This design comes from an exercise in tuning for small area, a short achievable clock period and few clock cycles on the open sky130 flow, not from production work. Only simulation tests tie the RTL to the original design; equivalence was not proved. Power is estimated from default activity; no workload was simulated.

### flow/standard.sh
#!/bin/bash
# synth_recipe.tcl (not shown) runs the flow's synth.tcl, then flattens the netlist and writes it again
# the make line also repeats each setting of config.mk as NAME=value (left out here)
make -C /OpenROAD-flow-scripts/flow DESIGN_CONFIG=/design/flow/config.mk WORK_HOME=/design/flow/orfs CLKGATE_MAP_FILE= SYNTH_SCRIPT=/design/flow/synth_recipe.tcl "${@:-finish}"
### flow/config.mk
export PLATFORM = sky130hd
export DESIGN_NAME = tx_duration
export DESIGN_NICKNAME = tx_duration
export VERILOG_FILES = /design/flow/design.v
export SDC_FILE = /design/flow/constraint.sdc
export NUM_CORES = 4
export LEC_CHECK = 0
export CAP_MARGIN = 20
export CORE_MARGIN = 2
export CORE_UTILIZATION = 40
export CTS_BUF_LIST = sky130_fd_sc_hd__clkbuf_8
export GPL_TIMING_DRIVEN = 0
export SETUP_SLACK_MARGIN = 0.3
export SLEW_MARGIN = 20
export SYNTH_HIERARCHICAL = 1
export SYNTH_MINIMUM_KEEP_SIZE = 0
### flow/design.v
`timescale 1ns/100ps
`default_nettype none
package dur_pkg;
	typedef logic [3:0] rate_code_t;
	typedef logic [3:0] rate_idx_t;
	typedef logic [15:0] dur_t;         
	typedef logic [11:0] frame_len_t;   
	typedef logic [7:0]  resp_len_t;    
	typedef enum logic {
		dur_bcast  = 1'b0,
		dur_single = 1'b1
	} dur_kind_t;
	localparam int NUM_RATES      = 12;
	localparam int FIRST_OFDM_IDX = 4;
	localparam int OFDM_PREAMBLE_US = 16;
	localparam int OFDM_SIGNAL_US   = 4;
	localparam int OFDM_SYMBOL_US   = 4;
	localparam int SIGNAL_EXT_US    = 6;
	localparam int SERVICE_BITS     = 16;
	localparam int TAIL_BITS        = 6;
	localparam int CCK_LONG_PLCP_US  = 192;
	localparam int CCK_SHORT_PLCP_US = 96;
	localparam int INV_FRAC_BITS = 8;  
	function automatic rate_idx_t rate_code_to_index(input rate_code_t code);
		rate_idx_t idx;
		if (code[3]) begin
			idx = rate_idx_t'(code[1:0]);  
		end else begin
			case (code[2:0])
				3'd0: idx = 4'd10;  
				3'd1: idx = 4'd8;   
				3'd2: idx = 4'd6;   
				3'd3: idx = 4'd4;   
				3'd4: idx = 4'd11;  
				3'd5: idx = 4'd9;   
				3'd6: idx = 4'd7;   
				default: idx = 4'd5;  
			endcase
		end
		rate_code_to_index = idx;
	endfunction
endpackage
`default_nettype wire
`timescale 1ns/100ps
`default_nettype none
module basic_rate_sel (
	input  dur_pkg::rate_idx_t            data_idx,
	input  wire logic [dur_pkg::NUM_RATES-1:0] basic_rate_set,
	output dur_pkg::rate_idx_t                 resp_idx
);
	dur_pkg::rate_idx_t floor_idx;
	assign floor_idx = (data_idx < dur_pkg::rate_idx_t'(dur_pkg::FIRST_OFDM_IDX)) ?
		dur_pkg::rate_idx_t'(0) : dur_pkg::rate_idx_t'(dur_pkg::FIRST_OFDM_IDX);
	always_comb begin
		resp_idx = floor_idx;
		for (int i = 0; i < dur_pkg::NUM_RATES; i++) begin
			if (basic_rate_set[i] && dur_pkg::rate_idx_t'(i) >= floor_idx &&
				dur_pkg::rate_idx_t'(i) <= data_idx)
				resp_idx = dur_pkg::rate_idx_t'(i);  
		end
	end
endmodule
`default_nettype wire
`timescale 1ns/100ps
`timescale 1ns/100ps
`default_nettype none
module frame_airtime (
	input  wire logic [17:3] nbn,
	input  wire logic [15:0] w,
	input  wire logic [23:0] k,
	output logic [23:0] a
);
	logic [15:0] wn;
	logic p3_0;
	logic p3_1;
	logic p3_2;
	logic p3_3;
	logic p3_4;
	logic p3_5;
	logic p3_6;
	logic p3_7;
	logic p3_8;
	logic p3_9;
	logic p3_10;
	logic p3_11;
	logic p3_12;
	logic p3_13;
	logic p3_14;
	logic p3_15;
	logic p4_0;
	logic p4_1;
	logic p4_2;
	logic p4_3;
	logic p4_4;
	logic p4_5;
	logic p4_6;
	logic p4_7;
	logic p4_8;
	logic p4_9;
	logic p4_10;
	logic p4_11;
	logic p4_12;
	logic p4_13;
	logic p4_14;
	logic p4_15;
	logic p5_0;
	logic p5_1;
	logic p5_2;
	logic p5_3;
	logic p5_4;
	logic p5_5;
	logic p5_6;
	logic p5_7;
	logic p5_8;
	logic p5_9;
	logic p5_10;
	logic p5_11;
	logic p5_12;
	logic p5_13;
	logic p5_14;
	logic p5_15;
	logic p6_0;
	logic p6_1;
	logic p6_2;
	logic p6_3;
	logic p6_4;
	logic p6_5;
	logic p6_6;
	logic p6_7;
	logic p6_8;
	logic p6_9;
	logic p6_10;
	logic p6_11;
	logic p6_12;
	logic p6_13;
	logic p6_14;
	logic p6_15;
	logic p7_0;
	logic p7_1;
	logic p7_2;
	logic p7_3;
	logic p7_4;
	logic p7_5;
	logic p7_6;
	logic p7_7;
	logic p7_8;
	logic p7_9;
	logic p7_10;
	logic p7_11;
	logic p7_12;
	logic p7_13;
	logic p7_14;
	logic p7_15;
	logic p8_0;
	logic p8_1;
	logic p8_2;
	logic p8_3;
	logic p8_4;
	logic p8_5;
	logic p8_6;
	logic p8_7;
	logic p8_8;
	logic p8_9;
	logic p8_10;
	logic p8_11;
	logic p8_12;
	logic p8_13;
	logic p8_14;
	logic p8_15;
	logic p9_0;
	logic p9_1;
	logic p9_2;
	logic p9_3;
	logic p9_4;
	logic p9_5;
	logic p9_6;
	logic p9_7;
	logic p9_8;
	logic p9_9;
	logic p9_10;
	logic p9_11;
	logic p9_12;
	logic p9_13;
	logic p9_14;
	logic p10_0;
	logic p10_1;
	logic p10_2;
	logic p10_3;
	logic p10_4;
	logic p10_5;
	logic p10_6;
	logic p10_7;
	logic p10_8;
	logic p10_9;
	logic p10_10;
	logic p10_11;
	logic p10_12;
	logic p10_13;
	logic p11_0;
	logic p11_1;
	logic p11_2;
	logic p11_3;
	logic p11_4;
	logic p11_5;
	logic p11_6;
	logic p11_7;
	logic p11_8;
	logic p11_9;
	logic p11_10;
	logic p11_11;
	logic p11_12;
	logic p12_0;
	logic p12_1;
	logic p12_2;
	logic p12_3;
	logic p12_4;
	logic p12_5;
	logic p12_6;
	logic p12_7;
	logic p12_8;
	logic p12_9;
	logic p12_10;
	logic p12_11;
	logic p13_0;
	logic p13_1;
	logic p13_2;
	logic p13_3;
	logic p13_4;
	logic p13_5;
	logic p13_6;
	logic p13_7;
	logic p13_8;
	logic p13_9;
	logic p13_10;
	logic p14_0;
	logic p14_1;
	logic p14_2;
	logic p14_3;
	logic p14_4;
	logic p14_5;
	logic p14_6;
	logic p14_7;
	logic p14_8;
	logic p14_9;
	logic p15_0;
	logic p15_1;
	logic p15_2;
	logic p15_3;
	logic p15_4;
	logic p15_5;
	logic p15_6;
	logic p15_7;
	logic p15_8;
	logic p16_0;
	logic p16_1;
	logic p16_2;
	logic p16_3;
	logic p16_4;
	logic p16_5;
	logic p16_6;
	logic p16_7;
	logic p17_0;
	logic p17_1;
	logic p17_2;
	logic p17_3;
	logic p17_4;
	logic p17_5;
	logic p17_6;
	logic s1;
	logic c1;
	logic s2;
	logic c2;
	logic s3;
	logic c3;
	logic s4;
	logic c4;
	logic s5;
	logic c5;
	logic s6;
	logic c6;
	logic s7;
	logic c7;
	logic s8;
	logic c8;
	logic s9;
	logic c9;
	logic s10;
	logic c10;
	logic s11;
	logic c11;
	logic s12;
	logic c12;
	logic s13;
	logic c13;
	logic s14;
	logic c14;
	logic s15;
	logic c15;
	logic s16;
	logic c16;
	logic s17;
	logic c17;
	logic s18;
	logic c18;
	logic s19;
	logic c19;
	logic s20;
	logic c20;
	logic s21;
	logic c21;
	logic s22;
	logic c22;
	logic s23;
	logic c23;
	logic s24;
	logic c24;
	logic s25;
	logic c25;
	logic s26;
	logic c26;
	logic s27;
	logic c27;
	logic s28;
	logic c28;
	logic s29;
	logic c29;
	logic s30;
	logic c30;
	logic s31;
	logic c31;
	logic s32;
	logic c32;
	logic s33;
	logic c33;
	logic s34;
	logic c34;
	logic s35;
	logic c35;
	logic s36;
	logic c36;
	logic s37;
	logic c37;
	logic s38;
	logic c38;
	logic s39;
	logic c39;
	logic s40;
	logic c40;
	logic s41;
	logic c41;
	logic s42;
	logic c42;
	logic s43;
	logic c43;
	logic s44;
	logic c44;
	logic s45;
	logic c45;
	logic s46;
	logic c46;
	logic s47;
	logic c47;
	logic s48;
	logic c48;
	logic s49;
	logic c49;
	logic s50;
	logic c50;
	logic s51;
	logic c51;
	logic s52;
	logic c52;
	logic s53;
	logic c53;
	logic s54;
	logic c54;
	logic s55;
	logic c55;
	logic s56;
	logic c56;
	logic s57;
	logic c57;
	logic s58;
	logic c58;
	logic s59;
	logic c59;
	logic s60;
	logic c60;
	logic s61;
	logic c61;
	logic s62;
	logic c62;
	logic s63;
	logic c63;
	logic s64;
	logic c64;
	logic s65;
	logic c65;
	logic s66;
	logic c66;
	logic s67;
	logic c67;
	logic s68;
	logic c68;
	logic s69;
	logic c69;
	logic s70;
	logic c70;
	logic s71;
	logic c71;
	logic s72;
	logic c72;
	logic s73;
	logic c73;
	logic s74;
	logic c74;
	logic s75;
	logic c75;
	logic s76;
	logic c76;
	logic s77;
	logic c77;
	logic s78;
	logic c78;
	logic s79;
	logic c79;
	logic s80;
	logic c80;
	logic s81;
	logic c81;
	logic s82;
	logic c82;
	logic s83;
	logic c83;
	logic s84;
	logic c84;
	logic s85;
	logic c85;
	logic s86;
	logic c86;
	logic s87;
	logic c87;
	logic s88;
	logic c88;
	logic s89;
	logic c89;
	logic s90;
	logic c90;
	logic s91;
	logic c91;
	logic s92;
	logic c92;
	logic s93;
	logic c93;
	logic s94;
	logic c94;
	logic s95;
	logic c95;
	logic s96;
	logic c96;
	logic s97;
	logic c97;
	logic s98;
	logic c98;
	logic s99;
	logic c99;
	logic s100;
	logic c100;
	logic s101;
	logic c101;
	logic s102;
	logic c102;
	logic s103;
	logic c103;
	logic s104;
	logic c104;
	logic s105;
	logic c105;
	logic s106;
	logic c106;
	logic s107;
	logic c107;
	logic s108;
	logic c108;
	logic s109;
	logic c109;
	logic s110;
	logic c110;
	logic s111;
	logic c111;
	logic s112;
	logic c112;
	logic s113;
	logic c113;
	logic s114;
	logic c114;
	logic s115;
	logic c115;
	logic s116;
	logic c116;
	logic s117;
	logic c117;
	logic s118;
	logic c118;
	logic s119;
	logic c119;
	logic s120;
	logic c120;
	logic s121;
	logic c121;
	logic s122;
	logic c122;
	logic s123;
	logic c123;
	logic s124;
	logic c124;
	logic s125;
	logic c125;
	logic s126;
	logic c126;
	logic s127;
	logic c127;
	logic s128;
	logic c128;
	logic s129;
	logic c129;
	logic s130;
	logic c130;
	logic s131;
	logic c131;
	logic s132;
	logic c132;
	logic s133;
	logic c133;
	logic s134;
	logic c134;
	logic s135;
	logic c135;
	logic s136;
	logic c136;
	logic s137;
	logic c137;
	logic s138;
	logic c138;
	logic s139;
	logic c139;
	logic s140;
	logic c140;
	logic s141;
	logic c141;
	logic s142;
	logic c142;
	logic s143;
	logic c143;
	logic s144;
	logic c144;
	logic s145;
	logic c145;
	logic s146;
	logic c146;
	logic s147;
	logic c147;
	logic s148;
	logic c148;
	logic s149;
	logic c149;
	logic s150;
	logic c150;
	logic s151;
	logic c151;
	logic s152;
	logic c152;
	logic s153;
	logic c153;
	logic s154;
	logic c154;
	logic s155;
	logic c155;
	logic s156;
	logic c156;
	logic s157;
	logic c157;
	logic s158;
	logic c158;
	logic s159;
	logic c159;
	logic s160;
	logic c160;
	logic s161;
	logic c161;
	logic s162;
	logic c162;
	logic s163;
	logic c163;
	logic s164;
	logic c164;
	logic s165;
	logic c165;
	logic s166;
	logic c166;
	logic s167;
	logic c167;
	logic s168;
	logic c168;
	logic s169;
	logic c169;
	logic s170;
	logic c170;
	logic s171;
	logic c171;
	logic s172;
	logic c172;
	logic s173;
	logic c173;
	logic s174;
	logic c174;
	logic s175;
	logic c175;
	logic s176;
	logic c176;
	logic s177;
	logic c177;
	logic s178;
	logic c178;
	logic s179;
	logic c179;
	inv16 u_wn (.a(w), .y(wn));
	assign p3_0 = ~(wn[0] | nbn[3]);
	assign p3_1 = ~(wn[1] | nbn[3]);
	assign p3_2 = ~(wn[2] | nbn[3]);
	assign p3_3 = ~(wn[3] | nbn[3]);
	assign p3_4 = ~(wn[4] | nbn[3]);
	assign p3_5 = ~(wn[5] | nbn[3]);
	assign p3_6 = ~(wn[6] | nbn[3]);
	assign p3_7 = ~(wn[7] | nbn[3]);
	assign p3_8 = ~(wn[8] | nbn[3]);
	assign p3_9 = ~(wn[9] | nbn[3]);
	assign p3_10 = ~(wn[10] | nbn[3]);
	assign p3_11 = ~(wn[11] | nbn[3]);
	assign p3_12 = ~(wn[12] | nbn[3]);
	assign p3_13 = ~(wn[13] | nbn[3]);
	assign p3_14 = ~(wn[14] | nbn[3]);
	assign p3_15 = ~(wn[15] | nbn[3]);
	assign p4_0 = ~(wn[0] | nbn[4]);
	assign p4_1 = ~(wn[1] | nbn[4]);
	assign p4_2 = ~(wn[2] | nbn[4]);
	assign p4_3 = ~(wn[3] | nbn[4]);
	assign p4_4 = ~(wn[4] | nbn[4]);
	assign p4_5 = ~(wn[5] | nbn[4]);
	assign p4_6 = ~(wn[6] | nbn[4]);
	assign p4_7 = ~(wn[7] | nbn[4]);
	assign p4_8 = ~(wn[8] | nbn[4]);
	assign p4_9 = ~(wn[9] | nbn[4]);
	assign p4_10 = ~(wn[10] | nbn[4]);
	assign p4_11 = ~(wn[11] | nbn[4]);
	assign p4_12 = ~(wn[12] | nbn[4]);
	assign p4_13 = ~(wn[13] | nbn[4]);
	assign p4_14 = ~(wn[14] | nbn[4]);
	assign p4_15 = ~(wn[15] | nbn[4]);
	assign p5_0 = ~(wn[0] | nbn[5]);
	assign p5_1 = ~(wn[1] | nbn[5]);
	assign p5_2 = ~(wn[2] | nbn[5]);
	assign p5_3 = ~(wn[3] | nbn[5]);
	assign p5_4 = ~(wn[4] | nbn[5]);
	assign p5_5 = ~(wn[5] | nbn[5]);
	assign p5_6 = ~(wn[6] | nbn[5]);
	assign p5_7 = ~(wn[7] | nbn[5]);
	assign p5_8 = ~(wn[8] | nbn[5]);
	assign p5_9 = ~(wn[9] | nbn[5]);
	assign p5_10 = ~(wn[10] | nbn[5]);
	assign p5_11 = ~(wn[11] | nbn[5]);
	assign p5_12 = ~(wn[12] | nbn[5]);
	assign p5_13 = ~(wn[13] | nbn[5]);
	assign p5_14 = ~(wn[14] | nbn[5]);
	assign p5_15 = ~(wn[15] | nbn[5]);
	assign p6_0 = ~(wn[0] | nbn[6]);
	assign p6_1 = ~(wn[1] | nbn[6]);
	assign p6_2 = ~(wn[2] | nbn[6]);
	assign p6_3 = ~(wn[3] | nbn[6]);
	assign p6_4 = ~(wn[4] | nbn[6]);
	assign p6_5 = ~(wn[5] | nbn[6]);
	assign p6_6 = ~(wn[6] | nbn[6]);
	assign p6_7 = ~(wn[7] | nbn[6]);
	assign p6_8 = ~(wn[8] | nbn[6]);
	assign p6_9 = ~(wn[9] | nbn[6]);
	assign p6_10 = ~(wn[10] | nbn[6]);
	assign p6_11 = ~(wn[11] | nbn[6]);
	assign p6_12 = ~(wn[12] | nbn[6]);
	assign p6_13 = ~(wn[13] | nbn[6]);
	assign p6_14 = ~(wn[14] | nbn[6]);
	assign p6_15 = ~(wn[15] | nbn[6]);
	assign p7_0 = ~(wn[0] | nbn[7]);
	assign p7_1 = ~(wn[1] | nbn[7]);
	assign p7_2 = ~(wn[2] | nbn[7]);
	assign p7_3 = ~(wn[3] | nbn[7]);
	assign p7_4 = ~(wn[4] | nbn[7]);
	assign p7_5 = ~(wn[5] | nbn[7]);
	assign p7_6 = ~(wn[6] | nbn[7]);
	assign p7_7 = ~(wn[7] | nbn[7]);
	assign p7_8 = ~(wn[8] | nbn[7]);
	assign p7_9 = ~(wn[9] | nbn[7]);
	assign p7_10 = ~(wn[10] | nbn[7]);
	assign p7_11 = ~(wn[11] | nbn[7]);
	assign p7_12 = ~(wn[12] | nbn[7]);
	assign p7_13 = ~(wn[13] | nbn[7]);
	assign p7_14 = ~(wn[14] | nbn[7]);
	assign p7_15 = ~(wn[15] | nbn[7]);
	assign p8_0 = ~(wn[0] | nbn[8]);
	assign p8_1 = ~(wn[1] | nbn[8]);
	assign p8_2 = ~(wn[2] | nbn[8]);
	assign p8_3 = ~(wn[3] | nbn[8]);
	assign p8_4 = ~(wn[4] | nbn[8]);
	assign p8_5 = ~(wn[5] | nbn[8]);
	assign p8_6 = ~(wn[6] | nbn[8]);
	assign p8_7 = ~(wn[7] | nbn[8]);
	assign p8_8 = ~(wn[8] | nbn[8]);
	assign p8_9 = ~(wn[9] | nbn[8]);
	assign p8_10 = ~(wn[10] | nbn[8]);
	assign p8_11 = ~(wn[11] | nbn[8]);
	assign p8_12 = ~(wn[12] | nbn[8]);
	assign p8_13 = ~(wn[13] | nbn[8]);
	assign p8_14 = ~(wn[14] | nbn[8]);
	assign p8_15 = ~(wn[15] | nbn[8]);
	assign p9_0 = ~(wn[0] | nbn[9]);
	assign p9_1 = ~(wn[1] | nbn[9]);
	assign p9_2 = ~(wn[2] | nbn[9]);
	assign p9_3 = ~(wn[3] | nbn[9]);
	assign p9_4 = ~(wn[4] | nbn[9]);
	assign p9_5 = ~(wn[5] | nbn[9]);
	assign p9_6 = ~(wn[6] | nbn[9]);
	assign p9_7 = ~(wn[7] | nbn[9]);
	assign p9_8 = ~(wn[8] | nbn[9]);
	assign p9_9 = ~(wn[9] | nbn[9]);
	assign p9_10 = ~(wn[10] | nbn[9]);
	assign p9_11 = ~(wn[11] | nbn[9]);
	assign p9_12 = ~(wn[12] | nbn[9]);
	assign p9_13 = ~(wn[13] | nbn[9]);
	assign p9_14 = ~(wn[14] | nbn[9]);
	assign p10_0 = ~(wn[0] | nbn[10]);
	assign p10_1 = ~(wn[1] | nbn[10]);
	assign p10_2 = ~(wn[2] | nbn[10]);
	assign p10_3 = ~(wn[3] | nbn[10]);
	assign p10_4 = ~(wn[4] | nbn[10]);
	assign p10_5 = ~(wn[5] | nbn[10]);
	assign p10_6 = ~(wn[6] | nbn[10]);
	assign p10_7 = ~(wn[7] | nbn[10]);
	assign p10_8 = ~(wn[8] | nbn[10]);
	assign p10_9 = ~(wn[9] | nbn[10]);
	assign p10_10 = ~(wn[10] | nbn[10]);
	assign p10_11 = ~(wn[11] | nbn[10]);
	assign p10_12 = ~(wn[12] | nbn[10]);
	assign p10_13 = ~(wn[13] | nbn[10]);
	assign p11_0 = ~(wn[0] | nbn[11]);
	assign p11_1 = ~(wn[1] | nbn[11]);
	assign p11_2 = ~(wn[2] | nbn[11]);
	assign p11_3 = ~(wn[3] | nbn[11]);
	assign p11_4 = ~(wn[4] | nbn[11]);
	assign p11_5 = ~(wn[5] | nbn[11]);
	assign p11_6 = ~(wn[6] | nbn[11]);
	assign p11_7 = ~(wn[7] | nbn[11]);
	assign p11_8 = ~(wn[8] | nbn[11]);
	assign p11_9 = ~(wn[9] | nbn[11]);
	assign p11_10 = ~(wn[10] | nbn[11]);
	assign p11_11 = ~(wn[11] | nbn[11]);
	assign p11_12 = ~(wn[12] | nbn[11]);
	assign p12_0 = ~(wn[0] | nbn[12]);
	assign p12_1 = ~(wn[1] | nbn[12]);
	assign p12_2 = ~(wn[2] | nbn[12]);
	assign p12_3 = ~(wn[3] | nbn[12]);
	assign p12_4 = ~(wn[4] | nbn[12]);
	assign p12_5 = ~(wn[5] | nbn[12]);
	assign p12_6 = ~(wn[6] | nbn[12]);
	assign p12_7 = ~(wn[7] | nbn[12]);
	assign p12_8 = ~(wn[8] | nbn[12]);
	assign p12_9 = ~(wn[9] | nbn[12]);
	assign p12_10 = ~(wn[10] | nbn[12]);
	assign p12_11 = ~(wn[11] | nbn[12]);
	assign p13_0 = ~(wn[0] | nbn[13]);
	assign p13_1 = ~(wn[1] | nbn[13]);
	assign p13_2 = ~(wn[2] | nbn[13]);
	assign p13_3 = ~(wn[3] | nbn[13]);
	assign p13_4 = ~(wn[4] | nbn[13]);
	assign p13_5 = ~(wn[5] | nbn[13]);
	assign p13_6 = ~(wn[6] | nbn[13]);
	assign p13_7 = ~(wn[7] | nbn[13]);
	assign p13_8 = ~(wn[8] | nbn[13]);
	assign p13_9 = ~(wn[9] | nbn[13]);
	assign p13_10 = ~(wn[10] | nbn[13]);
	assign p14_0 = ~(wn[0] | nbn[14]);
	assign p14_1 = ~(wn[1] | nbn[14]);
	assign p14_2 = ~(wn[2] | nbn[14]);
	assign p14_3 = ~(wn[3] | nbn[14]);
	assign p14_4 = ~(wn[4] | nbn[14]);
	assign p14_5 = ~(wn[5] | nbn[14]);
	assign p14_6 = ~(wn[6] | nbn[14]);
	assign p14_7 = ~(wn[7] | nbn[14]);
	assign p14_8 = ~(wn[8] | nbn[14]);
	assign p14_9 = ~(wn[9] | nbn[14]);
	assign p15_0 = ~(wn[0] | nbn[15]);
	assign p15_1 = ~(wn[1] | nbn[15]);
	assign p15_2 = ~(wn[2] | nbn[15]);
	assign p15_3 = ~(wn[3] | nbn[15]);
	assign p15_4 = ~(wn[4] | nbn[15]);
	assign p15_5 = ~(wn[5] | nbn[15]);
	assign p15_6 = ~(wn[6] | nbn[15]);
	assign p15_7 = ~(wn[7] | nbn[15]);
	assign p15_8 = ~(wn[8] | nbn[15]);
	assign p16_0 = ~(wn[0] | nbn[16]);
	assign p16_1 = ~(wn[1] | nbn[16]);
	assign p16_2 = ~(wn[2] | nbn[16]);
	assign p16_3 = ~(wn[3] | nbn[16]);
	assign p16_4 = ~(wn[4] | nbn[16]);
	assign p16_5 = ~(wn[5] | nbn[16]);
	assign p16_6 = ~(wn[6] | nbn[16]);
	assign p16_7 = ~(wn[7] | nbn[16]);
	assign p17_0 = ~(wn[0] | nbn[17]);
	assign p17_1 = ~(wn[1] | nbn[17]);
	assign p17_2 = ~(wn[2] | nbn[17]);
	assign p17_3 = ~(wn[3] | nbn[17]);
	assign p17_4 = ~(wn[4] | nbn[17]);
	assign p17_5 = ~(wn[5] | nbn[17]);
	assign p17_6 = ~(wn[6] | nbn[17]);
	ha2 u1 (.a(k[15]), .b(p3_12), .s(s1), .co(c1));
	fa3 u2 (.a(k[16]), .b(p3_13), .c(p4_12), .s(s2), .co(c2));
	ha2 u3 (.a(p5_11), .b(p6_10), .s(s3), .co(c3));
	fa3 u4 (.a(k[17]), .b(p3_14), .c(p4_13), .s(s4), .co(c4));
	fa3 u5 (.a(p5_12), .b(p6_11), .c(p7_10), .s(s5), .co(c5));
	ha2 u6 (.a(p8_9), .b(p9_8), .s(s6), .co(c6));
	fa3 u7 (.a(k[18]), .b(p3_15), .c(p4_14), .s(s7), .co(c7));
	fa3 u8 (.a(p5_13), .b(p6_12), .c(p7_11), .s(s8), .co(c8));
	fa3 u9 (.a(p8_10), .b(p9_9), .c(p10_8), .s(s9), .co(c9));
	fa3 u10 (.a(k[19]), .b(p4_15), .c(p5_14), .s(s10), .co(c10));
	fa3 u11 (.a(p6_13), .b(p7_12), .c(p8_11), .s(s11), .co(c11));
	ha2 u12 (.a(p9_10), .b(p10_9), .s(s12), .co(c12));
	fa3 u13 (.a(k[20]), .b(p5_15), .c(p6_14), .s(s13), .co(c13));
	fa3 u14 (.a(p7_13), .b(p8_12), .c(p9_11), .s(s14), .co(c14));
	fa3 u15 (.a(k[21]), .b(p6_15), .c(p7_14), .s(s15), .co(c15));
	ha2 u16 (.a(k[11]), .b(p3_8), .s(s16), .co(c16));
	fa3 u17 (.a(k[12]), .b(p3_9), .c(p4_8), .s(s17), .co(c17));
	ha2 u18 (.a(p5_7), .b(p6_6), .s(s18), .co(c18));
	fa3 u19 (.a(k[13]), .b(p3_10), .c(p4_9), .s(s19), .co(c19));
	fa3 u20 (.a(p5_8), .b(p6_7), .c(p7_6), .s(s20), .co(c20));
	ha2 u21 (.a(p8_5), .b(p9_4), .s(s21), .co(c21));
	fa3 u22 (.a(k[14]), .b(p3_11), .c(p4_10), .s(s22), .co(c22));
	fa3 u23 (.a(p5_9), .b(p6_8), .c(p7_7), .s(s23), .co(c23));
	fa3 u24 (.a(p8_6), .b(p9_5), .c(p10_4), .s(s24), .co(c24));
	ha2 u25 (.a(p11_3), .b(p12_2), .s(s25), .co(c25));
	fa3 u26 (.a(p4_11), .b(p5_10), .c(p6_9), .s(s26), .co(c26));
	fa3 u27 (.a(p7_8), .b(p8_7), .c(p9_6), .s(s27), .co(c27));
	fa3 u28 (.a(p10_5), .b(p11_4), .c(p12_3), .s(s28), .co(c28));
	fa3 u29 (.a(p13_2), .b(p14_1), .c(p15_0), .s(s29), .co(c29));
	fa3 u30 (.a(p7_9), .b(p8_8), .c(p9_7), .s(s30), .co(c30));
	fa3 u31 (.a(p10_6), .b(p11_5), .c(p12_4), .s(s31), .co(c31));
	fa3 u32 (.a(p13_3), .b(p14_2), .c(p15_1), .s(s32), .co(c32));
	fa3 u33 (.a(p16_0), .b(c1), .c(s3), .s(s33), .co(c33));
	fa3 u34 (.a(p10_7), .b(p11_6), .c(p12_5), .s(s34), .co(c34));
	fa3 u35 (.a(p13_4), .b(p14_3), .c(p15_2), .s(s35), .co(c35));
	fa3 u36 (.a(p16_1), .b(p17_0), .c(c3), .s(s36), .co(c36));
	fa3 u37 (.a(s6), .b(c2), .c(s4), .s(s37), .co(c37));
	fa3 u38 (.a(p11_7), .b(p12_6), .c(p13_5), .s(s38), .co(c38));
	fa3 u39 (.a(p14_4), .b(p15_3), .c(p16_2), .s(s39), .co(c39));
	fa3 u40 (.a(p17_1), .b(c6), .c(c4), .s(s40), .co(c40));
	fa3 u41 (.a(c5), .b(s7), .c(s8), .s(s41), .co(c41));
	fa3 u42 (.a(p11_8), .b(p12_7), .c(p13_6), .s(s42), .co(c42));
	fa3 u43 (.a(p14_5), .b(p15_4), .c(p16_3), .s(s43), .co(c43));
	fa3 u44 (.a(p17_2), .b(s12), .c(c7), .s(s44), .co(c44));
	fa3 u45 (.a(c8), .b(c9), .c(s10), .s(s45), .co(c45));
	fa3 u46 (.a(p10_10), .b(p11_9), .c(p12_8), .s(s46), .co(c46));
	fa3 u47 (.a(p13_7), .b(p14_6), .c(p15_5), .s(s47), .co(c47));
	fa3 u48 (.a(p16_4), .b(p17_3), .c(c12), .s(s48), .co(c48));
	fa3 u49 (.a(c10), .b(c11), .c(s13), .s(s49), .co(c49));
	fa3 u50 (.a(p8_13), .b(p9_12), .c(p10_11), .s(s50), .co(c50));
	fa3 u51 (.a(p11_10), .b(p12_9), .c(p13_8), .s(s51), .co(c51));
	fa3 u52 (.a(p14_7), .b(p15_6), .c(p16_5), .s(s52), .co(c52));
	fa3 u53 (.a(p17_4), .b(c13), .c(c14), .s(s53), .co(c53));
	fa3 u54 (.a(k[22]), .b(p7_15), .c(p8_14), .s(s54), .co(c54));
	fa3 u55 (.a(p9_13), .b(p10_12), .c(p11_11), .s(s55), .co(c55));
	fa3 u56 (.a(p12_10), .b(p13_9), .c(p14_8), .s(s56), .co(c56));
	fa3 u57 (.a(p15_7), .b(p16_6), .c(p17_5), .s(s57), .co(c57));
	fa3 u58 (.a(k[23]), .b(p8_15), .c(p9_14), .s(s58), .co(c58));
	fa3 u59 (.a(p10_13), .b(p11_12), .c(p12_11), .s(s59), .co(c59));
	fa3 u60 (.a(p13_10), .b(p14_9), .c(p15_8), .s(s60), .co(c60));
	ha2 u61 (.a(k[8]), .b(p3_5), .s(s61), .co(c61));
	fa3 u62 (.a(k[9]), .b(p3_6), .c(p4_5), .s(s62), .co(c62));
	ha2 u63 (.a(p5_4), .b(p6_3), .s(s63), .co(c63));
	fa3 u64 (.a(k[10]), .b(p3_7), .c(p4_6), .s(s64), .co(c64));
	fa3 u65 (.a(p5_5), .b(p6_4), .c(p7_3), .s(s65), .co(c65));
	ha2 u66 (.a(p8_2), .b(p9_1), .s(s66), .co(c66));
	fa3 u67 (.a(p4_7), .b(p5_6), .c(p6_5), .s(s67), .co(c67));
	fa3 u68 (.a(p7_4), .b(p8_3), .c(p9_2), .s(s68), .co(c68));
	fa3 u69 (.a(p10_1), .b(p11_0), .c(s16), .s(s69), .co(c69));
	fa3 u70 (.a(p7_5), .b(p8_4), .c(p9_3), .s(s70), .co(c70));
	fa3 u71 (.a(p10_2), .b(p11_1), .c(p12_0), .s(s71), .co(c71));
	fa3 u72 (.a(c16), .b(s18), .c(s17), .s(s72), .co(c72));
	fa3 u73 (.a(p10_3), .b(p11_2), .c(p12_1), .s(s73), .co(c73));
	fa3 u74 (.a(p13_0), .b(c18), .c(s21), .s(s74), .co(c74));
	fa3 u75 (.a(c17), .b(s19), .c(s20), .s(s75), .co(c75));
	fa3 u76 (.a(p13_1), .b(p14_0), .c(c21), .s(s76), .co(c76));
	fa3 u77 (.a(s25), .b(c19), .c(c20), .s(s77), .co(c77));
	fa3 u78 (.a(s22), .b(s23), .c(s24), .s(s78), .co(c78));
	fa3 u79 (.a(c25), .b(s1), .c(c22), .s(s79), .co(c79));
	fa3 u80 (.a(c23), .b(c24), .c(s26), .s(s80), .co(c80));
	fa3 u81 (.a(s27), .b(s28), .c(s29), .s(s81), .co(c81));
	fa3 u82 (.a(c26), .b(c27), .c(c28), .s(s82), .co(c82));
	fa3 u83 (.a(c29), .b(s30), .c(s31), .s(s83), .co(c83));
	fa3 u84 (.a(s32), .b(s2), .c(s33), .s(s84), .co(c84));
	fa3 u85 (.a(c30), .b(c31), .c(c32), .s(s85), .co(c85));
	fa3 u86 (.a(s34), .b(s35), .c(s5), .s(s86), .co(c86));
	fa3 u87 (.a(c33), .b(s36), .c(s37), .s(s87), .co(c87));
	fa3 u88 (.a(c34), .b(c35), .c(s38), .s(s88), .co(c88));
	fa3 u89 (.a(s39), .b(s9), .c(c36), .s(s89), .co(c89));
	fa3 u90 (.a(c37), .b(s40), .c(s41), .s(s90), .co(c90));
	fa3 u91 (.a(c38), .b(c39), .c(s42), .s(s91), .co(c91));
	fa3 u92 (.a(s43), .b(s11), .c(c40), .s(s92), .co(c92));
	fa3 u93 (.a(c41), .b(s44), .c(s45), .s(s93), .co(c93));
	fa3 u94 (.a(c42), .b(c43), .c(s46), .s(s94), .co(c94));
	fa3 u95 (.a(s47), .b(s14), .c(s48), .s(s95), .co(c95));
	fa3 u96 (.a(c44), .b(c45), .c(s49), .s(s96), .co(c96));
	fa3 u97 (.a(c46), .b(c47), .c(s50), .s(s97), .co(c97));
	fa3 u98 (.a(s51), .b(s52), .c(s15), .s(s98), .co(c98));
	fa3 u99 (.a(c48), .b(c49), .c(s53), .s(s99), .co(c99));
	fa3 u100 (.a(c50), .b(c51), .c(c52), .s(s100), .co(c100));
	fa3 u101 (.a(s54), .b(s55), .c(s56), .s(s101), .co(c101));
	fa3 u102 (.a(s57), .b(c15), .c(c53), .s(s102), .co(c102));
	fa3 u103 (.a(p16_7), .b(p17_6), .c(c54), .s(s103), .co(c103));
	fa3 u104 (.a(c55), .b(c56), .c(c57), .s(s104), .co(c104));
	fa3 u105 (.a(s58), .b(s59), .c(s60), .s(s105), .co(c105));
	ha2 u106 (.a(k[6]), .b(p3_3), .s(s106), .co(c106));
	fa3 u107 (.a(k[7]), .b(p3_4), .c(p4_3), .s(s107), .co(c107));
	ha2 u108 (.a(p5_2), .b(p6_1), .s(s108), .co(c108));
	fa3 u109 (.a(p4_4), .b(p5_3), .c(p6_2), .s(s109), .co(c109));
	fa3 u110 (.a(p7_1), .b(p8_0), .c(s61), .s(s110), .co(c110));
	fa3 u111 (.a(p7_2), .b(p8_1), .c(p9_0), .s(s111), .co(c111));
	fa3 u112 (.a(c61), .b(s63), .c(s62), .s(s112), .co(c112));
	fa3 u113 (.a(p10_0), .b(c63), .c(s66), .s(s113), .co(c113));
	fa3 u114 (.a(c62), .b(s64), .c(s65), .s(s114), .co(c114));
	fa3 u115 (.a(c66), .b(c64), .c(c65), .s(s115), .co(c115));
	fa3 u116 (.a(s67), .b(s68), .c(s69), .s(s116), .co(c116));
	fa3 u117 (.a(c67), .b(c68), .c(s70), .s(s117), .co(c117));
	fa3 u118 (.a(s71), .b(c69), .c(s72), .s(s118), .co(c118));
	fa3 u119 (.a(c70), .b(c71), .c(s73), .s(s119), .co(c119));
	fa3 u120 (.a(s74), .b(c72), .c(s75), .s(s120), .co(c120));
	fa3 u121 (.a(c73), .b(c74), .c(s76), .s(s121), .co(c121));
	fa3 u122 (.a(c75), .b(s77), .c(s78), .s(s122), .co(c122));
	fa3 u123 (.a(c76), .b(c77), .c(c78), .s(s123), .co(c123));
	fa3 u124 (.a(s79), .b(s80), .c(s81), .s(s124), .co(c124));
	fa3 u125 (.a(c79), .b(c80), .c(c81), .s(s125), .co(c125));
	fa3 u126 (.a(s82), .b(s83), .c(s84), .s(s126), .co(c126));
	fa3 u127 (.a(c82), .b(c83), .c(s85), .s(s127), .co(c127));
	fa3 u128 (.a(s86), .b(c84), .c(s87), .s(s128), .co(c128));
	fa3 u129 (.a(c85), .b(c86), .c(s88), .s(s129), .co(c129));
	fa3 u130 (.a(s89), .b(c87), .c(s90), .s(s130), .co(c130));
	fa3 u131 (.a(c88), .b(s91), .c(c89), .s(s131), .co(c131));
	fa3 u132 (.a(c90), .b(s92), .c(s93), .s(s132), .co(c132));
	fa3 u133 (.a(c91), .b(s94), .c(s95), .s(s133), .co(c133));
	fa3 u134 (.a(c92), .b(c93), .c(s96), .s(s134), .co(c134));
	fa3 u135 (.a(c94), .b(s97), .c(s98), .s(s135), .co(c135));
	fa3 u136 (.a(c95), .b(c96), .c(s99), .s(s136), .co(c136));
	fa3 u137 (.a(c97), .b(c98), .c(s100), .s(s137), .co(c137));
	fa3 u138 (.a(s101), .b(c99), .c(s102), .s(s138), .co(c138));
	fa3 u139 (.a(c100), .b(c101), .c(s103), .s(s139), .co(c139));
	fa3 u140 (.a(s104), .b(s105), .c(c102), .s(s140), .co(c140));
	ha2 u141 (.a(k[5]), .b(p3_2), .s(s141), .co(c141));
	fa3 u142 (.a(p4_2), .b(p5_1), .c(p6_0), .s(s142), .co(c142));
	fa3 u143 (.a(p7_0), .b(c106), .c(s108), .s(s143), .co(c143));
	fa3 u144 (.a(c108), .b(c107), .c(s109), .s(s144), .co(c144));
	fa3 u145 (.a(c109), .b(s111), .c(c110), .s(s145), .co(c145));
	fa3 u146 (.a(c111), .b(s113), .c(c112), .s(s146), .co(c146));
	fa3 u147 (.a(c113), .b(c114), .c(s115), .s(s147), .co(c147));
	fa3 u148 (.a(c115), .b(s117), .c(c116), .s(s148), .co(c148));
	fa3 u149 (.a(c117), .b(s119), .c(c118), .s(s149), .co(c149));
	fa3 u150 (.a(c119), .b(s121), .c(c120), .s(s150), .co(c150));
	fa3 u151 (.a(c121), .b(c122), .c(s123), .s(s151), .co(c151));
	fa3 u152 (.a(c123), .b(c124), .c(s125), .s(s152), .co(c152));
	fa3 u153 (.a(c125), .b(s127), .c(c126), .s(s153), .co(c153));
	fa3 u154 (.a(c127), .b(s129), .c(c128), .s(s154), .co(c154));
	fa3 u155 (.a(c129), .b(s131), .c(c130), .s(s155), .co(c155));
	fa3 u156 (.a(c131), .b(s133), .c(c132), .s(s156), .co(c156));
	fa3 u157 (.a(s135), .b(c133), .c(c134), .s(s157), .co(c157));
	fa3 u158 (.a(c135), .b(s137), .c(c136), .s(s158), .co(c158));
	fa3 u159 (.a(c137), .b(s139), .c(c138), .s(s159), .co(c159));
	ha2 u160 (.a(k[4]), .b(p3_1), .s(s160), .co(c160));
	fa3 u161 (.a(p4_1), .b(p5_0), .c(s141), .s(s161), .co(c161));
	fa3 u162 (.a(c141), .b(s106), .c(s142), .s(s162), .co(c162));
	fa3 u163 (.a(c142), .b(s107), .c(s143), .s(s163), .co(c163));
	fa3 u164 (.a(c143), .b(s110), .c(s144), .s(s164), .co(c164));
	fa3 u165 (.a(c144), .b(s112), .c(s145), .s(s165), .co(c165));
	fa3 u166 (.a(s114), .b(c145), .c(s146), .s(s166), .co(c166));
	fa3 u167 (.a(s116), .b(c146), .c(s147), .s(s167), .co(c167));
	fa3 u168 (.a(c147), .b(s118), .c(s148), .s(s168), .co(c168));
	fa3 u169 (.a(s120), .b(c148), .c(s149), .s(s169), .co(c169));
	fa3 u170 (.a(s122), .b(c149), .c(s150), .s(s170), .co(c170));
	fa3 u171 (.a(s124), .b(c150), .c(s151), .s(s171), .co(c171));
	fa3 u172 (.a(s126), .b(c151), .c(s152), .s(s172), .co(c172));
	fa3 u173 (.a(c152), .b(s128), .c(s153), .s(s173), .co(c173));
	fa3 u174 (.a(s130), .b(c153), .c(s154), .s(s174), .co(c174));
	fa3 u175 (.a(s132), .b(c154), .c(s155), .s(s175), .co(c175));
	fa3 u176 (.a(s134), .b(c155), .c(s156), .s(s176), .co(c176));
	fa3 u177 (.a(s136), .b(c156), .c(s157), .s(s177), .co(c177));
	fa3 u178 (.a(s138), .b(c157), .c(s158), .s(s178), .co(c178));
	fa3 u179 (.a(s140), .b(c158), .c(s159), .s(s179), .co(c179));
	logic [23:0] r0, r1;
	assign r0 = {c178, c177, c176, c175, c174, c173, c172, c171, c170, c169, c168, c167, c166, c165, c164, c163, c162, c161, c160, s160, k[3], k[2], k[1], k[0]};
	assign r1 = {s179, s178, s177, s176, s175, s174, s173, s172, s171, s170, s169, s168, s167, s166, s165, s164, s163, s162, s161, p4_0, p3_0, 1'b0, 1'b0, 1'b0};
	assign a = r0 + r1;
endmodule
module fa3 (
	input  wire logic a, b, c,
	output logic      s, co
);
	assign s  = a ^ b ^ c;
	assign co = (a & b) | (a & c) | (b & c);
endmodule
module inv16 (
	input  wire logic [15:0] a,
	output logic [15:0]      y
);
	assign y = ~a;
endmodule
module ha2 (
	input  wire logic a, b,
	output logic      s, co
);
	assign s  = a ^ b;
	assign co = a & b;
endmodule
`default_nettype wire
`timescale 1ns/100ps
`timescale 1ns/100ps
`default_nettype none
module tx_duration #(
	parameter int INV_W = 16
) (
	input  wire logic                 clk,
	input  wire logic                 arst_n,
	input  wire logic                 start,
	input  dur_pkg::dur_kind_t            dur_kind,
	input  dur_pkg::rate_code_t           data_rate,
	input  dur_pkg::resp_len_t            resp_len,
	input  dur_pkg::frame_len_t           next_len,
	input  wire logic                 long_pre,
	input  wire logic [dur_pkg::NUM_RATES-1:0] basic_rate_set,
	input  dur_pkg::dur_t                 sifs,
	output logic                      tab_en,
	output dur_pkg::rate_idx_t                 tab_addr,
	input  wire logic [INV_W-1:0]     tab_data,
	output logic                      dur_valid,
	output dur_pkg::dur_t                      dur,
	output dur_pkg::rate_idx_t                 resp_rate
);
	dur_pkg::rate_idx_t data_idx;
	dur_pkg::rate_idx_t resp_idx;
	logic s_rd;    
	logic s_d1;    
	logic ofdm_q, both_q;
	logic idle;
	logic has_resp, has_next, both, go;
	logic is_ofdm;
	dur_pkg::frame_len_t nxt_len;
	logic [15:0] nbits;
	logic [17:3] nbn_q;
	logic [1:0] shamt;
	logic [15:0] lomask;
	logic [23:0] kadd, prod;
	dur_pkg::dur_t acc, cst, part, triple, sum;
	assign data_idx = dur_pkg::rate_code_to_index(data_rate);
	basic_rate_sel sel0 (
		.data_idx(data_idx), .basic_rate_set(basic_rate_set), .resp_idx(resp_idx)
	);
	assign has_resp = |resp_len;
	assign has_next = |next_len;
	assign both     = has_resp & has_next;
	assign idle     = ~(s_rd | s_d1);
	assign go       = idle & start & (dur_kind == dur_pkg::dur_single) & (has_resp | has_next);
	assign is_ofdm  = ~data_rate[3];
	always_ff @(posedge clk or negedge arst_n) begin
		if (!arst_n) begin
			s_rd      <= 1'b0;
			s_d1      <= 1'b0;
			tab_en    <= 1'b0;
			dur_valid <= 1'b0;
		end else begin
			s_rd      <= go;
			s_d1      <= s_rd & both;
			tab_en    <= go | (s_rd & both);
			dur_valid <= (idle & start & ~go) | (s_rd & ~both) | s_d1;
		end
	end
	assign nxt_len  = s_d1 | ~has_resp ? next_len : dur_pkg::frame_len_t'(resp_len);
	assign cst      = is_ofdm ? 16'd26 : (long_pre ? 16'd192 : 16'd96);
	logic [11:0] inc_c;
	assign inc_c[0] = is_ofdm;
	for (genvar i = 0; i < 11; i++) begin : g_inc
		ha2 u (.a(nxt_len[i + 1]), .b(inc_c[i]), .s(nbits[i + 4]), .co(inc_c[i + 1]));
	end
	assign nbits[15]  = inc_c[11];
	assign nbits[3:0] = {nxt_len[0], is_ofdm, is_ofdm, 1'b0};
	logic [15:0] part_c;
	assign part[0]   = sifs[0];
	ha2 u_part1 (.a(sifs[1]), .b(cst[1]), .s(part[1]), .co(part_c[1]));
	for (genvar i = 2; i < 16; i++) begin : g_part
		if (i < 8) begin : g_f
			fa3 u (.a(sifs[i]), .b(cst[i]), .c(part_c[i - 1]), .s(part[i]), .co(part_c[i]));
		end else begin : g_h
			ha2 u (.a(sifs[i]), .b(part_c[i - 1]), .s(part[i]), .co(part_c[i]));
		end
	end
	logic [15:0] half, tri_c;
	assign half = both_q ? {1'b0, acc[15:1]} : 16'd0;
	ha2 u_tri0 (.a(acc[0]), .b(half[0]), .s(triple[0]), .co(tri_c[0]));
	for (genvar i = 1; i < 16; i++) begin : g_tri
		fa3 u (.a(acc[i]), .b(half[i]), .c(tri_c[i - 1]), .s(triple[i]), .co(tri_c[i]));
	end
	always_ff @(posedge clk) begin
		if (s_rd | s_d1)
			nbn_q <= ~(15'((18'(nbits) << {is_ofdm, 1'b0}) >> 3));
		else
			nbn_q <= '1;
		if (s_d1)
			acc <= {sum[14:0], sifs[0]};    
		else if (s_rd)
			acc <= triple;
		else
			acc <= go ? part : '0;
		ofdm_q <= is_ofdm;
		both_q <= both;    
	end
	assign shamt  = {ofdm_q, 1'b0};
	assign lomask = ~(16'hffff << shamt);
	assign kadd   = {acc & ~lomask, 8'h00} | (24'hff << shamt);
	frame_airtime air0 (
		.nbn(nbn_q), .w(tab_data), .k(kadd), .a(prod)
	);
	assign sum = (prod[23:8] & ~lomask) | (acc & lomask);
	assign dur = sum;
	always_ff @(posedge clk) begin
		if (idle)
			tab_addr <= (dur_kind == dur_pkg::dur_bcast) ? dur_pkg::rate_idx_t'(0) :
				(has_resp | ~has_next ? resp_idx : data_idx);
		else if (s_rd & both)
			tab_addr <= data_idx;
		else
			tab_addr <= resp_idx;
	end
	assign resp_rate = tab_addr;
endmodule
`default_nettype wire
### flow/flow/run.sh
#!/bin/bash
# The standard ORFS layout (the standard.sh, all steps), with the port
# buffers made of the smallest buffer cell instead of ORFS's default pick.
set -e
export BUFFER_PORTS_ARGS="-buffer_cell sky130_fd_sc_hd__buf_1"
bash standard.sh > standard.log 2>&1
### flow/constraint.sdc
create_clock -name core_clock -period 9.0 [get_ports {clk}]
set_input_delay 1.8000 -clock core_clock [delete_from_list [all_inputs] [get_ports {clk}]]
set_output_delay 1.8000 -clock core_clock [all_outputs]
set_load 0.01 [all_outputs]
==> results of run 1 <==
registers in the layout, summed over array words and instances (netlist names):
name       flops
acc           16
tab_en         1
tab_addr       4
both_q         1
nbn_q         15
ofdm_q         1
dur_valid      1
s_d1           1
s_rd           1
worst paths after layout:
check                                   from         to  slack (ns)
worst max-delay path            tab_data[13]    dur[15]        0.37
worst min-delay path                  acc[0]     acc[0]        0.65
worst max register to register        both_q    acc[15]        1.77
worst min register to register        acc[0]     acc[0]        0.65
max in group asynchronous             arst_n       s_rd        7.51
min in group asynchronous             arst_n  dur_valid        1.31
worst min-delay path: stages, from the launching register on:
cell and delay (ns):
dfxtp_1 0.36, ha_1 0.14, nand3_1 0.08, nand2_1 0.05
metrics by stage:
step           setup TNS (ns)  std cells  hold slack (ns)  utilization (%)
2_1_floorplan               0        856            0.580                -
3_3_place_gp          -0.0697       1222            0.615             44.5
3_5_place_dp          -0.0356       1222            0.645             44.5
4_1_cts                     0       1230            0.667             45.1
5_1_grt                     0       1235            0.713             45.9
6_report                    0       1235            0.650             45.9
area by class of cell:
class                           count  area [µm²]
Timing Repair Buffer              101         399
Tap cell                          270         338
Clock inverter                      3        17.5
Inverter                           36         135
Fill cell                        2010       11000
Clock buffer                        5        68.8
Multi-Input combinational cell    723        7220
Buffer                             56         318
Sequential cell                    41         841
power by group through the flow:
stage / Combinational [W] / Sequential [W] / Clock, W
5_1_grt: 0.00282 / 0.000289 / 0.000132
2_1_floorplan: 0.00165 / 0.000262 / 0
3_3_place_gp: 0.00231 / 0.000287 / 0
3_5_place_dp: 0.00233 / 0.000286 / 0
6_report: 0.00252 / 0.000280 / 0.000122
4_1_cts: 0.00240 / 0.000283 / 0.000124
repair_timing:
action                                 in CTS  in global routing
pin swaps                                   1                 13
setup endpoints to repair                   2                  4
gates resized for setup                    18                 45
buffers inserted                            0                  5
endpoints found under the hold margin       0                  0
layout by cell type, fill, tap and decap left out, types with 7 or more instances in the layout:
| master | instances |
|---|---|
| nor2_1 | 212 |
| fa_1 | 184 |
| buf_1 | 97 |
| ha_1 | 53 |
| nand2_1 | 38 |
| dfxtp_1 | 37 |
| inv_1 | 33 |
| a21oi_1 | 28 |
| clkbuf_1 | 27 |
| mux2_2 | 20 |
| and2_1 | 20 |
| o21ai_0 | 17 |
| nand3_1 | 13 |
| xnor2_1 | 11 |
| buf_4 | 10 |
| buf_2 | 8 |
| buf_6 | 8 |
| a221oi_2 | 8 |
| a221oi_1 | 8 |
| conb_1 | 7 |
routing by layer:
metal / share of wire (%) / vias up / global-route usage [%]
li1: - / 2981 / -
met1: 44 / 3392 / 29.7
met2: 51 / 163 / 37.3
met3: 3.3 / 37 / 2.09
met4: 2.3 / 0 / 4.86
met5: 0 / - / 0
==> impl_metrics.ini, run 1 <==
[run_status]
status = complete, no violations

[pwr]
leakagePower_nw = 4.48
peakVddDrop_v = 0.000244
finalPower_w = 0.00292
seqPwrFrac_pct = 9.6
internal_power_w = 0.00129
combPwrFrac_pct = 86.3
p_sw_w = 0.00164
power_density_nw_per_um2 = 313
clkPwrFrac_pct = 4.2
switching_share_pct = 56.0

[clock_network]
path_clk_slew_ns = 0.08
cts_hold_buf = 0
htree_levels = 2
cts_tree = done
cts_sinks = 41
worstSkewPairLatency_ns = 0.30
cts_buffers = 5
clk_path_buf_depth = 2
root_buffer = clkbuf_8

[final_layout]
syn_to_final_growth_pct = 12.0
final_nets = 1279
drive_gt1_share_pct = 12.0
diodes = 0
post-route-cell-area_um2 = 9340

[critical_path]
critical-path-top-delay-family = adder cells
slowest_stage = fa_1
worstPathArrival_ns = 6.83
worst_setup_path_start_kind = primary input
critPathKind = in2out
end_kind = output port
r2r_cells = 19
slowest_delay_ns = 0.58
cp_common_cell = fa_1
cp.depth = 18
cp.buffers_inverters = 4
required_ns = 7.20
crit_chain = buf_1 > inv_1 > buf_6 > nor2_4 > fa_1 > fa_1 > fa_1 > fa_2 > fa_1 > fa_1 > ha_4 > nand3_2 > or3_4 > nand4b_1 > o211ai_1 > a21oi_2 > xnor2_1 > buf_2
worstPathMaxFanout = 8

[sta]
fin_crit_sh_pct = 95.9
rsz0062_at_grt = yes
fmax_ghz = 0.116
clock-skew-final_ns = 0.00894
setup_ws_ns = 0.370
hold_violations = 0
slew-limit-headroom_pct = 54.4
worst_pin_slew_ns = 0.685
period_needed_ns = 8.63
maxSlewViolCount = 0
setup_viol = 0

[place]
post-place-ws_ns = -0.0356
dpl-instance-area_um2 = 9060
gp_congestion = 0.876
io_buffers = 96
dp_hpwl_um = 19300

[global_routing]
grt_pass1_wl_um = 37500
grt_usage_pct = 21.6
grt_max_degree = 14
overflow = 0
antenna_found_initial = 0
grt_pass1_vias = 7310

[synthesis]
synthCells = 851
syn_area_um2 = 8340
yosys_warnings = 8
synth.avg_cell_area_um2 = 9.80

[floorplanning]
core_um2 = 20400
initial_core_util_pct = 40.9
die_x_um = 148
dieArea_um2 = 22000
die_h_um = 148
placementRows = 52
pin_count = 99

[min_path]
hold_class = reg2reg
hold_depth = 3

[route]
route.detailed.drc = 0
avgViaCountPerCell = 5.32
dr.pass1.iters = 5
wl_per_cell_um = 18.2
drt_iter0_drc = 379
antenna_left = 0
route.vias.total = 6573
wirelength_um = 22400

[flow_run]
maxCapViolCount = 0
Testbench counts, summed over its fixed seeds: cycles 5,403.
==> run 2, diff against run 1 <==
--- a/flow/config.mk
+++ b/flow/config.mk
@@ -9,7 +9,6 @@
 export CORE_MARGIN = 2
 export CORE_UTILIZATION = 40
 export CTS_BUF_LIST = sky130_fd_sc_hd__clkbuf_8
-export GPL_TIMING_DRIVEN = 0
 export SETUP_SLACK_MARGIN = 0.3
 export SLEW_MARGIN = 20
 export SYNTH_HIERARCHICAL = 1
==> impl_metrics.ini, run 2 <==
[final_layout]
multi_input_area_um2 = 7160
fillers = 1967
reg_top3 = acc: 16 flops, nbn_q: 15 flops, tab_addr: 4 flops
diodes = 0
largest_register_ffs = 16
final_cell_mix = 216 x nor2_1, 186 x fa_1, 95 x buf_1
final_nets = 1234
final_common_cell = nor2_1
top_register = acc
syn_to_final_growth_pct = 8.78
regArea_um2 = 841
drive_gt1_share_pct = 10.0

[min_path]
hold_depth = 3
hold_class = reg2reg
worstHoldEndpoint = acc[0]
hold_start = acc[0]

[critical_path]
worstPathMaxFanout = 6
reg2reg_from = both_q
critPathLaunch = tab_data[12]
critPathKind = in2out
reg2reg_to = acc[15]
worst_setup_path_start_kind = primary input
r2r_cells = 19
cp_common_cell = fa_1
slowest_stage = fa_1
slowest_delay_ns = 0.53
worstPathArrival_ns = 6.70
reg2reg_slack_ns = 1.76
required_ns = 7.20
end_kind = output port
crit_chain = buf_1 > inv_2 > nor2_1 > fa_1 > fa_1 > fa_1 > fa_1 > fa_1 > fa_1 > ha_4 > nand3_1 > or3_1 > nand4b_1 > o211ai_1 > a21oi_2 > xnor2_1 > clkbuf_2

[sta]
maxSlewViolCount = 0
hold_violations = 0
setup_viol = 0
fin_crit_sh_pct = 94.4
worst_pin_slew_ns = 0.830
holdWs_ns = 0.633
period_needed_ns = 8.50
rsz0062_at_grt = yes
fmax_ghz = 0.118
clock-skew-final_ns = 0.0113
tns_ns = 0
slew-limit-headroom_pct = 44.7

[floorplanning]
core_um2 = 20400
pin_count = 99
placementRows = 52
die_x_um = 148
initial_core_util_pct = 40.9
die_h_um = 148
dieArea_um2 = 22000

[route]
route.vias.total = 6351
dr.pass1.iters = 4
wl_per_cell_um = 18.1
drt_iter0_drc = 345
wirelength_um = 21500
route.detailed.drc = 0
avgViaCountPerCell = 5.34
antenna_left = 0

[global_routing]
grt_use_met1_pct = 27.5
grt_busiest_layer = met2
met3_usage_pct = 2.82
met2_usage_pct = 36.7
grt_usage_pct = 20.7
grt_pass1_wl_um = 35800
antenna_found_initial = 0
overflow = 0
grt_max_degree = 34
grt_pass1_vias = 6949

[synthesis]
synth.avg_cell_area_um2 = 9.80
synthCells = 851
syn_area_um2 = 8340
yosys_warnings = 8

[clock_network]
cts_tree = done
clk_path_buf_depth = 2
path_clk_slew_ns = 0.08
htree_levels = 2
worstSkewPairLatency_ns = 0.30
post_cts_buffers = 0
cts_hold_buf = 0
cts_buffers = 5
cts_sinks = 41
root_buffer = clkbuf_8

[place]
dp_hpwl_um = 18500
gp_congestion = 0.873
io_buffers = 96

[pwr]
peakVddDrop_v = 0.000220
leakagePower_nw = 4.38
power_density_nw_per_um2 = 309

[run_status]
status = complete, no violations

[flow_run]
maxCapViolCount = 0
[run 2: worst max-delay path by stage]
stage	endpoint	slack, ns	depth (start not counted)
2_1_floorplan	dur[15]	0.87	16
3_3_place_gp	dur[15]	0.31	17
3_5_place_dp	dur[15]	0.30	17
4_1_cts	dur[15]	0.32	17
5_1_grt	dur[14]	0.27	16
6_report	dur[15]	0.50	17
[run 2: repair_timing]
item | 4_1_cts | 5_1_grt
endpoints found under the setup margin | 1 | 2
pin swaps | 0 | 2
gates resized for setup | 1 | 12
[run 2: metrics by stage]
stage	worst slack, ns	total power (W)	cells	instance area, µm²	util (%)
after CTS	0.323	0.00277	1190	9030	44.3
after global placement	0.312	0.00257	1182	8910	43.8
final	0.504	0.00280	1190	9070	44.5
after detailed placement	0.302	0.00260	1182	8910	43.8
after global routing	0.272	0.00310	1190	9070	44.5
after floorplan	0.869	0.00191	856	8360	-
[run 2: per-layer routing]
metal	part of all wire, %	up-vias
li1	-	2887
met2	52	171
met5	0	-
met4	1.7	0
met1	42	3267
met3	5.0	26
[run 2: cell type report]
type	instances	area share [%]
Clock buffer	6	0.910
Clock inverter	2	0.372
Inverter	36	1.52
Multi-Input combinational cell	723	78.9
Sequential cell	41	9.27
Tap cell	270	3.72
Timing Repair Buffer	112	5.31
[run 2: power by group]
group	leakage, nW	switching [W]	internal, W	total (W)
Sequential	0.358	0.0000822	0.000220	0.000302
Combinational	3.95	0.00141	0.000931	0.00234
Clock	0.0626	0.0000652	0.0000894	0.000155
[run 2: critical path, delay by kind of cell]
kind	cells	cell delay [ns]
XOR/XNOR	1	0.17
buffers and inverters	3	0.38
AO/OA/AOI/OAI	2	0.34
AND/OR/NAND/NOR	4	0.78
adder cells (fa/ha/maj)	7	3.20

==> port drivers added, routing unchanged <==
Ports are ideal in the flow. The routed layouts listed here were re-timed in OpenROAD. Step 1: set_driving_cell puts a clkbuf_16 on clk and a buf_2 on each other input, an assumption about the parent block. Step 2 adds t to the input delays and takes it off the output delays; t is the mean of the earliest and latest rising clock arrival at the registers after step 1. Input paths then give back, and output paths get back, about the clock's delay inside the block. Slacks: no drivers / after step 1 / after step 2; pairs: no drivers / after step 1.
run	shift t [ns]	setup WS [ns]	pins driven straight from the clock port
run 1	0.327	0.370 / 0.350 / 0.350	1
run 2	0.327	0.504 / 0.483 / 0.483	1
After both steps setup and hold are still met in every run listed. The setup slack of run 2, which loses most, moves by -0.021 ns with the drivers and by -0.021 ns with both steps.
